What follows belongs to an exercise in optimizing a design on an open flow for small area, a short achievable clock period and few clock cycles per item; a production flow would make more cautious choices.
Only simulation tests tie the RTL to the original design; equivalence was not proved.

==> flow/design.v (excerpt) <==
module frame_interval_statistics_top
#(
  parameter int unsigned COUNT_BITS = COUNT_BITS_DEF,
  parameter int unsigned DT_BITS    = DT_BITS_DEF
) (
  input  logic        clk_i,
  input  logic        rst_ni,
  input  logic        cfg_we_i,
  input  logic [31:0] cfg_wdata_i,
  input  logic        in_valid_i,
  output logic        in_ready_o,
  input  logic [31:0] in_time_us_i,
  output logic        out_valid_o,
  input  logic        out_ready_i,
  output logic [23:0] out_dt_us_o,
  output logic        out_dt_valid_o,
  output logic        out_report_o,
  output logic [15:0] out_interval_cnt_o,
  output logic [31:0] out_elapsed_us_o,
  output logic [31:0] out_fps_q8_o,
  output logic [31:0] out_mean_q8_o,
  output logic [31:0] out_stddev_q8_o,
  output logic [23:0] out_min_dt_us_o,
  output logic [23:0] out_max_dt_us_o
);
clock: 10.0 ns
lec_check: 0
abc_area: 1
cap_margin: 20
core_margin: 2
core_utilization: 55
setup_slack_margin: 3
slew_margin: 20
standard.sh (not shown) runs the stock make flow with config.mk's settings and CLKGATE_MAP_FILE= SYNTH_SCRIPT=/design/flow/synth_recipe.tcl, a recipe that flattens the netlist after the stock synthesis.
==> flow/flow/run.sh <==
#!/bin/bash
# Layout flow: the standard flow, except that synthesis leaves adders to the
# generic gate mapping and ABC (no full/half adder cell extraction), so that ABC
# sees whole arithmetic paths when it maps for delay. Registers are unchanged.
set -euo pipefail
bash standard.sh ADDER_MAP_FILE= synth > synth.log 2>&1
bash standard.sh finish > finish.log 2>&1
Testbench counts at the start, summed over its fixed seeds: cycles 67,280, items 12,000.
Next try:
--- a/flow/design.v
+++ b/flow/design.v
@@ -520,16 +520,13 @@
       if (in_acc && have_ref_q) dv_mode_q <= D_DELTA;
       s_v_q     <= (dv_mode_q == D_VAR1) || (dv_mode_q == D_VAR2) || (dv_mode_q == D_VEND);
       s_chunk_q <= (dv_mode_q == D_VEND) ? '0 : st_q;
       if (s_v_q) begin
         s_r_q    <= sr[K/2];
         s_root_q <= so[K/2];
-        if (dv_mode_q == D_IDLE) begin
-          if (!f_busy_q) out_v_q   <= 1'b1;
-          else           sd_done_q <= 1'b1;
-        end
+        if (dv_mode_q == D_IDLE) sd_done_q <= 1'b1;
       end
       if (dv_mode_q == D_DELTA && rep_q) begin
         if (el_q == 32'd0 || fsat) begin
           f_q_q <= '1;
         end else begin
           f_busy_q <= 1'b1;
What happened: Clock-buffer cell count drops by 10. Cell count hardly moves. Register-to-register slack is worse by 0.04 ns. Hold slack improves by 0.010 ns. Via count went down by 1.3%. Wire length is lower by 1.5%. Critical path depth came out lower by 2. Worst setup slack gets worse by 0.039 ns.
Testbench counts after the change, summed over its fixed seeds: cycles 67,693, items 12,000.

Another version of the RTL of frame_interval_statistics_top (not shown whole).
Size in the first run: ~12,000 cells after synthesis, ~72,000 um2 of cells after synthesis.
## frame_interval_statistics_top
module frame_interval_statistics_top
#(
  parameter int unsigned COUNT_BITS = COUNT_BITS_DEF,
  parameter int unsigned DT_BITS    = DT_BITS_DEF
) (
  input  logic        clk_i,
  input  logic        rst_ni,
  input  logic        cfg_we_i,
  input  logic [31:0] cfg_wdata_i,
  input  logic        in_valid_i,
  output logic        in_ready_o,
  input  logic [31:0] in_time_us_i,
  output logic        out_valid_o,
  input  logic        out_ready_i,
  output logic [23:0] out_dt_us_o,
  output logic        out_dt_valid_o,
  output logic        out_report_o,
  output logic [15:0] out_interval_cnt_o,
  output logic [31:0] out_elapsed_us_o,
  output logic [31:0] out_fps_q8_o,
  output logic [31:0] out_mean_q8_o,
  output logic [31:0] out_stddev_q8_o,
  output logic [23:0] out_min_dt_us_o,
  output logic [23:0] out_max_dt_us_o
);
Settings: LEC_CHECK=0, ABC_AREA=1, CAP_MARGIN=20, CORE_MARGIN=2, CORE_UTILIZATION=55, SETUP_SLACK_MARGIN=3, SLEW_MARGIN=20; clock period 10.0 ns.
Scripts as last shown in full above: flow/flow/run.sh
Testbench counts at the start, summed over its fixed seeds: cycles 64,331, items 12,000.
==> next run, changes <==
--- a/flow/design.v
+++ b/flow/design.v
@@ -83,19 +83,19 @@
   output logic [15:0] out_interval_cnt_o,
   output logic [31:0] out_elapsed_us_o,
   output logic [31:0] out_fps_q8_o,
   output logic [31:0] out_mean_q8_o,
   output logic [31:0] out_stddev_q8_o,
   output logic [23:0] out_min_dt_us_o,
   output logic [23:0] out_max_dt_us_o
 );
   localparam int unsigned K     = 4;             
-  localparam int unsigned KM    = 5;             
+  localparam int unsigned KM    = 4;             
   localparam int unsigned MCH   = (32 + KM - 1) / KM;   
   localparam int unsigned BW    = MCH * KM;      
   localparam int unsigned FK    = 2;             
   logic [31:0] win_q;
   logic        have_ref_q;
   logic [31:0] prev_q;
   logic [31:0] el_q;
   logic [31:0] wstart_q;
   logic [15:0] n_q;
@@ -190,33 +190,22 @@
   logic [5:0]  lz_a, lzs;
   assign cs_x = {1'b0, dt_q, 8'd0};
   assign cs_m = ~{1'b0, mean_q};
   assign cs_y = fin_q ? (dv_neg_q ? {1'b0, dv_a_q} : ~{1'b0, dv_a_q}) : 33'd0;
   assign cs_e = fin_q && !dv_neg_q;
   assign cs_s = cs_x ^ cs_m ^ cs_y;
   assign cs_c = {((cs_x[31:0] & cs_m[31:0]) | (cs_x[31:0] & cs_y[31:0]) | (cs_m[31:0] & cs_y[31:0])), 1'b1};
   fis_add #(.W(33)) u_d (.a_i(cs_s), .b_i(cs_c), .c_i(cs_e), .s_o(d), .c_o(d_co));
   assign d_neg  = d[32];
-  logic [32:0] ns_y, ns_s, ns_c, nd;
-  logic        ns_e, nd_co;
-  logic [5:0]  lz_p, lz_m;
-  assign ns_y = fin_q ? (dv_neg_q ? ~{1'b0, dv_a_q} : {1'b0, dv_a_q}) : 33'd0;
-  assign ns_e = fin_q && dv_neg_q;
-  assign ns_s = ~cs_m ^ ~cs_x ^ ns_y;
-  assign ns_c = {((~cs_m[31:0] & ~cs_x[31:0]) | (~cs_m[31:0] & ns_y[31:0]) | (~cs_x[31:0] & ns_y[31:0])), 1'b1};
-  fis_add #(.W(33)) u_nd (.a_i(ns_s), .b_i(ns_c), .c_i(ns_e), .s_o(nd), .c_o(nd_co));
-  assign a_ones = d[31:0];
-  assign a_abs  = d_neg ? nd[31:0] : d[31:0];
-  assign a_co   = 1'b0;
-  fis_lzc #(.W(32), .LW(6)) u_lz_p (.x_i(d[31:0]), .lz_o(lz_p));
-  fis_lzc #(.W(32), .LW(6)) u_lz_m (.x_i(nd[31:0]), .lz_o(lz_m));
-  assign lz_a = d_neg ? lz_m : lz_p;
-  assign lzs = lz_a;
+  assign a_ones = d[31:0] ^ {32{d_neg}};
+  fis_add #(.W(32)) u_abs (.a_i(a_ones), .b_i(32'd0), .c_i(d_neg), .s_o(a_abs), .c_o(a_co));
+  fis_lzc #(.W(32), .LW(6)) u_lz_a (.x_i(a_ones), .lz_o(lz_a));
+  assign lzs = (d_neg && lz_a != 6'd0) ? lz_a - 6'd1 : lz_a;
   logic [63:0] m2_eff;
   logic [15:0] nm1;
   logic        nm1_co;
   logic [5:0]  lz_v;
   assign m2_eff = m2sat_q ? 64'hFFFF_FFFF_FFFF_FFFF : m2_q;
   fis_add #(.W(16), .FAST(1'b0)) u_nm1 (.a_i(n_q), .b_i(16'hFFFF), .c_i(1'b0), .s_o(nm1), .c_o(nm1_co));
   fis_lzc #(.W(32), .LW(6)) u_lz_v (.x_i(m2_eff[63:32]), .lz_o(lz_v));
   logic [15:0] vsat_s;
   logic        vsat;
@@ -517,22 +506,19 @@
         end
         default: dv_mode_q <= D_IDLE;
       endcase
       if (in_acc && have_ref_q) dv_mode_q <= D_DELTA;
       s_v_q     <= (dv_mode_q == D_VAR1) || (dv_mode_q == D_VAR2) || (dv_mode_q == D_VEND);
       s_chunk_q <= (dv_mode_q == D_VEND) ? '0 : st_q;
       if (s_v_q) begin
         s_r_q    <= sr[K/2];
         s_root_q <= so[K/2];
-        if (dv_mode_q == D_IDLE) begin
-          if (!f_busy_q) out_v_q   <= 1'b1;
-          else           sd_done_q <= 1'b1;
-        end
+        if (dv_mode_q == D_IDLE) sd_done_q <= 1'b1;
       end
       if (dv_mode_q == D_DELTA && rep_q) begin
         if (el_q == 32'd0 || fsat) begin
           f_q_q <= '1;
         end else begin
           f_busy_q <= 1'b1;
           f_cnt_q  <= 5'(32 / FK - 1);
           f_r_q    <= {20'd0, fm_q[31:20]};
           f_q_q    <= {fm_q[19:0], 12'd0};
The new run produced a clean layout.
Cell count decreases by 8.0%.
Synthesized area decreases by 6.4%.
Global-route usage increases by 1.4 points.
Setup slack loses 480 ps.
Design area decreases by 0.90%.
Testbench counts after the change, summed over its fixed seeds: cycles 69,082, items 12,000.

what the ideal ports hide:
The flow's constraints put no driver on any port. The routed layouts listed below were extracted and timed again, unchanged, in two steps.
Step 1 (the two cells are an assumption about what drives the block):
set clk [get_ports {clk_i}]
set_driving_cell -lib_cell sky130_fd_sc_hd__clkbuf_16 $clk
set_driving_cell -lib_cell sky130_fd_sc_hd__buf_2 [delete_from_list [all_inputs] $clk]
Step 2 times the ports against the registers' clock, not the clock port: input delays grow and output delays shrink by t, the midpoint of the rising clock arrivals with the driver on.
a / b / c = no drivers / after step 1 / after step 2; a / b = the first two.
run	t, ns	slack for setup (ns)	latest minus earliest clock arrival (ns)	slew at the worst register clock pin (ns)	cell pins on the clock port's net
the first run of note 1	0.811	3.340 / 3.340 / 2.783	0.039 / 0.039	0.07 / 0.07	1
the second run of note 1	0.793	3.301 / 3.301 / 2.688	0.037 / 0.036	0.07 / 0.07	1
the first run of note 2	0.789	3.272 / 3.272 / 2.622	0.034 / 0.034	0.07 / 0.07	1
the second run of note 2	0.796	2.789 / 2.789 / 2.681	0.039 / 0.039	0.08 / 0.08	1
After both steps every run listed still meets setup and hold. For the first run of note 2, which loses most, drivers alone change the setup slack by 0.000 ns; drivers and shift together by -0.650 ns.
